Source: an optimization exercise on an open RTL-to-GDS flow (aim: small area). Production flows keep margins and buffers that such runs may drop.
The RTL was checked by simulation tests, not by an equivalence proof against the original design.
No driver is modelled on the clock port, so clocking that relies on it looks cheaper here than on a real chip.
Power is estimated from default activity; no workload was simulated.

==> run a: inputs <==
==> flow/design.v <==
package wimax_pkg;
  localparam int DATA_W_DEF    = 16;
  localparam int BURST_LEN_DEF = 96;
  localparam int N_GUARD_DEF   = 8;
  typedef enum logic [1:0] {
    ST_IDLE  = 2'd0,
    ST_GUARD = 2'd1,
    ST_DATA  = 2'd2
  } bb_state_t;
endpackage
module iq_bank_mem #(
  parameter int DATA_W = 16,
  parameter int DEPTH  = 96
) (
  input  logic              clk,
  input  logic [1:0]        shift,
  input  logic [1:0]        hold,
  input  logic [DATA_W-1:0] w_i,
  input  logic [DATA_W-1:0] w_q,
  output logic [DATA_W-1:0] h0_i,
  output logic [DATA_W-1:0] h0_q,
  output logic [DATA_W-1:0] h1_i,
  output logic [DATA_W-1:0] h1_q
);
  localparam int W = 2 * DATA_W;
  logic [1:0][W-1:0] head;
  for (genvar b = 0; b < 2; b++) begin : g_bank
    logic [W-1:0] row [DEPTH];
    logic [W-1:0] s_m, h_m;
    assign s_m = {W{shift[b]}};
    assign h_m = {W{hold[b]}};
    always_ff @(posedge clk) begin
      row[0] <= (s_m & {w_i, w_q}) | (h_m & row[0]);
      for (int k = 1; k < DEPTH; k++) row[k] <= (s_m & row[k-1]) | (h_m & row[k]);
    end
    assign head[b] = row[DEPTH-1];
  end
  assign {h0_i, h0_q} = head[0];
  assign {h1_i, h1_q} = head[1];
endmodule
import wimax_pkg::*;
module iq_burst_buffer #(
  parameter int DATA_W    = DATA_W_DEF,
  parameter int BURST_LEN = BURST_LEN_DEF,
  parameter int N_GUARD   = N_GUARD_DEF
) (
  input  logic              clk,
  input  logic              rst_n,
  input  logic [DATA_W-1:0] s_i,
  input  logic [DATA_W-1:0] s_q,
  input  logic              s_valid,
  output logic              s_ready,
  output logic [DATA_W-1:0] m_i,
  output logic [DATA_W-1:0] m_q,
  output logic              m_valid,
  input  logic              m_ready,
  output logic              m_sob,
  output logic              m_eob,
  output logic              overflow
);
  localparam int CW = $clog2(BURST_LEN);
  localparam logic [CW-1:0] LAST_IDX = CW'(BURST_LEN - 1);
  logic [1:0]        full;
  logic              w_bank, r_bank;
  logic [CW-1:0]     w_cnt, r_cnt;
  logic [1:0]        play;
  logic              busy;
  logic              accept, w_last, rd_adv, r_last, rd_done, next_ready;
  logic [1:0]        shift, hold;
  logic              w_bank_c;
  logic [DATA_W-1:0] h0_i, h0_q, h1_i, h1_q;
  assign s_ready = ~full[w_bank];
  assign accept  = s_valid & s_ready;
  assign w_last  = accept & (w_cnt == LAST_IDX);
  always_ff @(posedge clk or negedge rst_n)
    if (!rst_n) begin
      w_bank   <= 1'b0;
      w_bank_c <= 1'b0;
      w_cnt    <= '0;
      overflow <= 1'b0;
    end else begin
      if (s_valid & ~s_ready) overflow <= 1'b1;
      if (accept) begin
        if (w_last) begin
          w_cnt    <= '0;
          w_bank   <= ~w_bank;
          w_bank_c <= ~w_bank_c;
        end else begin
          w_cnt    <= w_cnt + 1'b1;
        end
      end
    end
  assign busy    = play[0] | play[1];
  assign rd_adv  = busy & m_ready;
  assign r_last  = (r_cnt == LAST_IDX);
  assign rd_done = rd_adv & r_last;
  assign next_ready = full[~r_bank] | (w_last & (w_bank != r_bank));
  always_ff @(posedge clk or negedge rst_n)
    if (!rst_n) begin
      full   <= '0;
      play   <= '0;
      r_cnt  <= '0;
      r_bank <= 1'b0;
    end else begin
      if (w_last)  full[w_bank] <= 1'b1;
      if (rd_done) full[r_bank] <= 1'b0;
      if (!busy) begin
        play[r_bank] <= full[r_bank];
      end else if (rd_done) begin
        play[r_bank]  <= 1'b0;
        play[~r_bank] <= next_ready;
        r_cnt  <= '0;
        r_bank <= ~r_bank;
      end else if (m_ready) begin
        r_cnt  <= r_cnt + 1'b1;
      end
    end
  assign shift[0] = (accept & ~w_bank)   | (m_ready & play[0]);
  assign shift[1] = (accept &  w_bank)   | (m_ready & play[1]);
  assign hold[0]  = ~((accept & ~w_bank_c) | (rd_adv & ~r_bank));
  assign hold[1]  = ~((accept &  w_bank_c) | (rd_adv &  r_bank));
  iq_bank_mem #(
    .DATA_W (DATA_W),
    .DEPTH  (BURST_LEN)
  ) u_mem (
    .clk    (clk),
    .shift  (shift),
    .hold   (hold),
    .w_i    (s_i),
    .w_q    (s_q),
    .h0_i   (h0_i),
    .h0_q   (h0_q),
    .h1_i   (h1_i),
    .h1_q   (h1_q)
  );
  assign m_valid = busy;
  assign m_i     = ({DATA_W{play[0]}} & h0_i) | ({DATA_W{play[1]}} & h1_i);
  assign m_q     = ({DATA_W{play[0]}} & h0_q) | ({DATA_W{play[1]}} & h1_q);
  assign m_sob   = busy & (r_cnt == '0);
  assign m_eob   = busy & r_last;
endmodule
==> flow/flow/run.sh <==
#!/bin/bash
set -euo pipefail
export CTS_ARGS="-sink_clustering_enable -repair_clock_nets -dont_use_dummy_load -buf_list sky130_fd_sc_hd__clkbuf_8 -sink_clustering_size 20 -sink_clustering_max_diameter 60"
export BUFFER_PORTS_ARGS="-buffer_cell sky130_fd_sc_hd__buf_1"
export POST_CTS_TCL="$PWD/flow/post_cts.tcl"
export LEAF_SLEW_LIMIT=0.117
bash standard.sh finish > flow_make.log 2>&1
==> flow/flow/post_cts.tcl <==
# Upsize clock-tree leaf buffers whose flip-flop clock pins would see a slow
# slew after routing. The prediction is linear in the leaf net's fanout and
# half-perimeter, fitted on routed layouts of this design (clkbuf_8 leaves
# driving dfxtp_1 clock pins).
set block [ord::get_db_block]
set n_up 0
foreach inst [$block getInsts] {
  if {![string match clkbuf_leaf_* [$inst getName]]} continue
  if {[[$inst getMaster] getName] ne "sky130_fd_sc_hd__clkbuf_8"} continue
  set onet ""
  foreach it [$inst getITerms] {
    if {[$it isOutputSignal]} { set onet [$it getNet] }
  }
  if {$onet eq "" || $onet eq "NULL"} continue
  set xs {}; set ys {}; set n 0
  foreach it [$onet getITerms] {
    set bb [[$it getInst] getBBox]
    lappend xs [$bb xMin] [$bb xMax]; lappend ys [$bb yMin] [$bb yMax]
    if {![$it isOutputSignal]} { incr n }
  }
  set hp [expr {([tcl::mathfunc::max {*}$xs] - [tcl::mathfunc::min {*}$xs] + [tcl::mathfunc::max {*}$ys] - [tcl::mathfunc::min {*}$ys]) / 1000.0}]
  set pred [expr {0.0173 + 0.00414 * $n + 0.000184 * $hp}]
  if {$pred > $::env(LEAF_SLEW_LIMIT)} {
    replace_cell [get_cells [$inst getName]] sky130_fd_sc_hd__clkbuf_16
    incr n_up
    puts "post_cts: upsized [$inst getName] fanout $n hpwl $hp predicted slew $pred"
  }
}
puts "post_cts: upsized $n_up leaf buffers"
if {$n_up > 0} {
  detailed_placement
  check_placement -verbose
  estimate_parasitics -placement
}
==> flow/standard.sh <==
#!/bin/bash
# synth_recipe.tcl (not shown) runs the flow's synth.tcl, then flattens the netlist and writes it again
# the make line also repeats each setting of config.mk as NAME=value (left out here)
make -C /OpenROAD-flow-scripts/flow DESIGN_CONFIG=/design/flow/config.mk WORK_HOME=/design/flow/orfs CLKGATE_MAP_FILE= SYNTH_SCRIPT=/design/flow/synth_recipe.tcl "${@:-finish}"
==> flow/config.mk <==
export PLATFORM = sky130hd
export DESIGN_NAME = iq_burst_buffer
export DESIGN_NICKNAME = iq_burst_buffer
export VERILOG_FILES = /design/flow/design.v
export SDC_FILE = /design/flow/constraint.sdc
export NUM_CORES = 4
export LEC_CHECK = 0
export CAP_MARGIN = 20
export CORE_MARGIN = 2
export CORE_UTILIZATION = 78
export CTS_BUF_LIST = sky130_fd_sc_hd__clkbuf_8
export CTS_CLUSTER_DIAMETER = 60
export CTS_CLUSTER_SIZE = 20
export PLACE_DENSITY = 0.84
export SLEW_MARGIN = 20
==> flow/constraint.sdc <==
create_clock -name core_clock -period 10.0 [get_ports {clk}]
set_input_delay 2.0000 -clock core_clock [delete_from_list [all_inputs] [get_ports {clk}]]
set_output_delay 2.0000 -clock core_clock [all_outputs]
set_load 0.01 [all_outputs]
==> run b: changes against run a <==
==> flow/design.v, changed modules only <==
module iq_burst_buffer #(
  parameter int DATA_W    = DATA_W_DEF,
  parameter int BURST_LEN = BURST_LEN_DEF,
  parameter int N_GUARD   = N_GUARD_DEF
) (
  input  logic              clk,
  input  logic              rst_n,
  input  logic [DATA_W-1:0] s_i,
  input  logic [DATA_W-1:0] s_q,
  input  logic              s_valid,
  output logic              s_ready,
  output logic [DATA_W-1:0] m_i,
  output logic [DATA_W-1:0] m_q,
  output logic              m_valid,
  input  logic              m_ready,
  output logic              m_sob,
  output logic              m_eob,
  output logic              overflow
);
  localparam int CW = $clog2(BURST_LEN);
  localparam logic [CW-1:0] LAST_IDX = CW'(BURST_LEN - 1);
  logic [1:0]        full;
  logic              w_bank, r_bank;
  logic [CW-1:0]     w_cnt, r_cnt;
  logic              busy;           
  logic              accept, w_last, rd_adv, r_last, rd_done, next_ready;
  logic [1:0]        shift, hold;
  logic [1:0]        full_c;
  logic              w_bank_c, r_bank_c, busy_c;
  logic              accept_c, w_last_c, rd_done_c;
  logic [DATA_W-1:0] rd_i, rd_q;
  logic [DATA_W-1:0] h0_i, h0_q, h1_i, h1_q;
  assign s_ready = ~full[w_bank];
  assign accept  = s_valid & s_ready;
  assign w_last  = accept & (w_cnt == LAST_IDX);
  always_ff @(posedge clk or negedge rst_n)
    if (!rst_n) begin
      w_bank   <= 1'b0;
      w_cnt    <= '0;
      overflow <= 1'b0;
    end else begin
      if (s_valid & ~s_ready) overflow <= 1'b1;
      if (accept) begin
        if (w_last) begin
          w_cnt  <= '0;
          w_bank <= ~w_bank;
        end else begin
          w_cnt  <= w_cnt + 1'b1;
        end
      end
    end
  assign rd_adv  = busy & m_ready;
  assign r_last  = (r_cnt == LAST_IDX);
  assign rd_done = rd_adv & r_last;
  assign next_ready = full[~r_bank] | (w_last & (w_bank != r_bank));
  always_ff @(posedge clk or negedge rst_n)
    if (!rst_n) begin
      full   <= '0;
      busy   <= 1'b0;
      r_cnt  <= '0;
      r_bank <= 1'b0;
    end else begin
      if (w_last)  full[w_bank] <= 1'b1;
      if (rd_done) full[r_bank] <= 1'b0;
      if (!busy) begin
        busy <= full[r_bank];
      end else if (rd_done) begin
        busy   <= next_ready;
        r_cnt  <= '0;
        r_bank <= ~r_bank;
      end else if (m_ready) begin
        r_cnt  <= r_cnt + 1'b1;
      end
    end
  assign shift[0] = (accept & ~w_bank) | (rd_adv & ~r_bank);
  assign shift[1] = (accept &  w_bank) | (rd_adv &  r_bank);
  assign accept_c  = s_valid & ~full_c[w_bank_c];
  assign w_last_c  = accept_c & (w_cnt == LAST_IDX);
  assign rd_done_c = busy_c & m_ready & r_last;
  always_ff @(posedge clk or negedge rst_n)
    if (!rst_n) begin
      full_c   <= '0;
      busy_c   <= 1'b0;
      w_bank_c <= 1'b0;
      r_bank_c <= 1'b0;
    end else begin
      if (w_last_c)  full_c[w_bank_c] <= 1'b1;
      if (rd_done_c) full_c[r_bank_c] <= 1'b0;
      if (w_last_c)  w_bank_c <= ~w_bank_c;
      if (!busy_c) begin
        busy_c <= full_c[r_bank_c];
      end else if (rd_done_c) begin
        busy_c   <= full_c[~r_bank_c] | (w_last_c & (w_bank_c != r_bank_c));
        r_bank_c <= ~r_bank_c;
      end
    end
  assign hold[0] = ~((accept_c & ~w_bank_c) | (busy_c & m_ready & ~r_bank_c));
  assign hold[1] = ~((accept_c &  w_bank_c) | (busy_c & m_ready &  r_bank_c));
  iq_bank_mem #(
    .DATA_W (DATA_W),
    .DEPTH  (BURST_LEN)
  ) u_mem (
    .clk    (clk),
    .shift  (shift),
    .hold   (hold),
    .w_i    (s_i),
    .w_q    (s_q),
    .h0_i   (h0_i),
    .h0_q   (h0_q),
    .h1_i   (h1_i),
    .h1_q   (h1_q)
  );
  logic sel0, sel1;
  assign sel0 = busy & ~r_bank;
  assign sel1 = busy &  r_bank;
  assign m_valid = busy;
  assign m_i     = ({DATA_W{sel0}} & h0_i) | ({DATA_W{sel1}} & h1_i);
  assign m_q     = ({DATA_W{sel0}} & h0_q) | ({DATA_W{sel1}} & h1_q);
  assign m_sob   = busy & (r_cnt == '0);
  assign m_eob   = busy & r_last;
endmodule
==> flow/flow/run.sh (replaced) <==
#!/bin/bash
# Standard ORFS layout (the standard.sh, unchanged synthesis), with two
# changes: clock tree synthesis without dummy loads, and the smallest buffer
# for the port buffers. The make output goes to flow_make.log here; ORFS's
# per-step logs stay under orfs/logs/.
set -euo pipefail
export CTS_ARGS="-sink_clustering_enable -repair_clock_nets -dont_use_dummy_load -buf_list sky130_fd_sc_hd__clkbuf_8 -sink_clustering_size 18 -sink_clustering_max_diameter 50"
export BUFFER_PORTS_ARGS="-buffer_cell sky130_fd_sc_hd__buf_1"
bash standard.sh finish > flow_make.log 2>&1
CORE_UTILIZATION = 75   (was 78)
CTS_CLUSTER_DIAMETER = 50   (was 60)
CTS_CLUSTER_SIZE = 18   (was 20)
PLACE_DENSITY = 0.82   (was 0.84)
removed: flow/flow/post_cts.tcl
==> run c: changes against run a <==
CORE_UTILIZATION = 75   (was 78)
GPL_TIMING_DRIVEN = 0   (was not set)
PLACE_DENSITY = 0.82   (was 0.84)
==> run d: changes against run a <==
==> flow/design.v, changed modules only <==
module iq_burst_buffer #(
  parameter int DATA_W    = DATA_W_DEF,
  parameter int BURST_LEN = BURST_LEN_DEF,
  parameter int N_GUARD   = N_GUARD_DEF
) (
  input  logic              clk,
  input  logic              rst_n,
  input  logic [DATA_W-1:0] s_i,
  input  logic [DATA_W-1:0] s_q,
  input  logic              s_valid,
  output logic              s_ready,
  output logic [DATA_W-1:0] m_i,
  output logic [DATA_W-1:0] m_q,
  output logic              m_valid,
  input  logic              m_ready,
  output logic              m_sob,
  output logic              m_eob,
  output logic              overflow
);
  localparam int CW = $clog2(BURST_LEN);
  localparam logic [CW-1:0] LAST_IDX = CW'(BURST_LEN - 1);
  logic [1:0]        full;
  logic              w_bank, r_bank;
  logic [CW-1:0]     w_cnt, r_cnt;
  logic              busy;           
  logic              accept, w_last, rd_adv, r_last, rd_done, next_ready;
  logic [1:0]        shift, hold;
  logic              w_bank_c;
  logic [DATA_W-1:0] rd_i, rd_q;
  logic [DATA_W-1:0] h0_i, h0_q, h1_i, h1_q;
  assign s_ready = ~full[w_bank];
  assign accept  = s_valid & s_ready;
  assign w_last  = accept & (w_cnt == LAST_IDX);
  always_ff @(posedge clk or negedge rst_n)
    if (!rst_n) begin
      w_bank   <= 1'b0;
      w_bank_c <= 1'b0;
      w_cnt    <= '0;
      overflow <= 1'b0;
    end else begin
      if (s_valid & ~s_ready) overflow <= 1'b1;
      if (accept) begin
        if (w_last) begin
          w_cnt  <= '0;
          w_bank   <= ~w_bank;
          w_bank_c <= ~w_bank_c;
        end else begin
          w_cnt  <= w_cnt + 1'b1;
        end
      end
    end
  assign rd_adv  = busy & m_ready;
  assign r_last  = (r_cnt == LAST_IDX);
  assign rd_done = rd_adv & r_last;
  assign next_ready = full[~r_bank] | (w_last & (w_bank != r_bank));
  always_ff @(posedge clk or negedge rst_n)
    if (!rst_n) begin
      full   <= '0;
      busy   <= 1'b0;
      r_cnt  <= '0;
      r_bank <= 1'b0;
    end else begin
      if (w_last)  full[w_bank] <= 1'b1;
      if (rd_done) full[r_bank] <= 1'b0;
      if (!busy) begin
        busy <= full[r_bank];
      end else if (rd_done) begin
        busy   <= next_ready;
        r_cnt  <= '0;
        r_bank <= ~r_bank;
      end else if (m_ready) begin
        r_cnt  <= r_cnt + 1'b1;
      end
    end
  assign shift[0] = (accept & ~w_bank) | (rd_adv & ~r_bank);
  assign shift[1] = (accept &  w_bank) | (rd_adv &  r_bank);
  assign hold[0] = ~((accept & ~w_bank_c) | (rd_adv & ~r_bank));
  assign hold[1] = ~((accept &  w_bank_c) | (rd_adv &  r_bank));
  iq_bank_mem #(
    .DATA_W (DATA_W),
    .DEPTH  (BURST_LEN)
  ) u_mem (
    .clk    (clk),
    .shift  (shift),
    .hold   (hold),
    .w_i    (s_i),
    .w_q    (s_q),
    .h0_i   (h0_i),
    .h0_q   (h0_q),
    .h1_i   (h1_i),
    .h1_q   (h1_q)
  );
  logic sel0, sel1;
  assign sel0 = busy & ~r_bank;
  assign sel1 = busy &  r_bank;
  assign m_valid = busy;
  assign m_i     = ({DATA_W{sel0}} & h0_i) | ({DATA_W{sel1}} & h1_i);
  assign m_q     = ({DATA_W{sel0}} & h0_q) | ({DATA_W{sel1}} & h1_q);
  assign m_sob   = busy & (r_cnt == '0);
  assign m_eob   = busy & r_last;
endmodule
CORE_UTILIZATION = 75   (was 78)
PLACE_DENSITY = 0.82   (was 0.84)
==> out/results.txt <==
status - finished clean
#MultiIn Comb - 6309
clk pwr - 10900 uW
number of global-route vias before repair - 101422
num rows - 182
Total Routing Usage GR - 22.1%
Largest stage delay, worst path - 0.69 ns
Initial Util - 75.3%
Antenna diodes - 9
Area Overhead vs Synth - 2.87%
clock buf count - 449
Net Count, Synth - 13901
[end of results for run b]
==> out/results.txt <==
Largest stage delay, worst path - 0.66 ns
Core Util, Final - 77.0%
Area Overhead vs Synth - 2.25%
num rows - 182
Initial Util - 75.3%
status - finished clean
Antenna diodes - 15
clk pwr - 9990 uW
Net Count, Synth - 13878
Total Routing Usage GR - 22.0%
[end of results for run d]
==> out/results.txt <==
status - finished clean
EDFF count, synth - 0
clk pwr - 9960 uW
Initial Util - 78.5%
num rows - 178
Total Routing Usage GR - 22.8%
Seq. pwr - 31700 uW
clock buf count - 358
Tot Pwr - 53800 uW
number of global-route vias before repair - 98425
Area Overhead vs Synth - 2.14%
[end of results for run a]
==> out/results.txt <==
status - finished clean
clock buf count - 359
Hold Path Origin - u_mem.g_bank[1].row[42][27]
initial antenna violation count - 9
Worst Setup EP - m_q[0]
#MultiIn Comb - 6256
Largest stage delay, worst path - 0.39 ns
Antenna diodes - 6
number of global-route vias before repair - 110855
clk pwr - 10100 uW
num rows - 182
Total Routing Usage GR - 26.6%
Area Overhead vs Synth - 5.06%
[end of results for run c]

## static timing again, ports no longer ideal
The flow's constraints put no driver on any port. The routed layouts listed below were extracted and timed again, unchanged, in two steps.
Step 1 assumes that a clkbuf_16 drives the clock port and a buf_2 every other input.
Step 2 times the ports against the registers' clock, not the clock port: input delays grow and output delays shrink by t, the midpoint of the rising clock arrivals with the driver on.
Slacks: ideal ports / drivers / drivers and shift; pairs: ideal ports / drivers.
| run | t, ns | setup slack, ns | worst register clock-pin slew, ns |
|---|---|---|---|
| run a | 1.175 | 5.298 / 5.202 / 4.575 | 0.12 / 0.12 |
| run b | 1.162 | 5.078 / 4.987 / 4.737 | 0.11 / 0.11 |
| run c | 1.165 | 5.316 / 5.227 / 4.734 | 0.12 / 0.12 |
| run d | 1.149 | 4.986 / 4.893 / 4.658 | 0.12 / 0.12 |
After both steps setup and hold are still met in every run listed. For run a, which loses most, drivers alone change the setup slack by -0.096 ns; drivers and shift together by -0.723 ns.
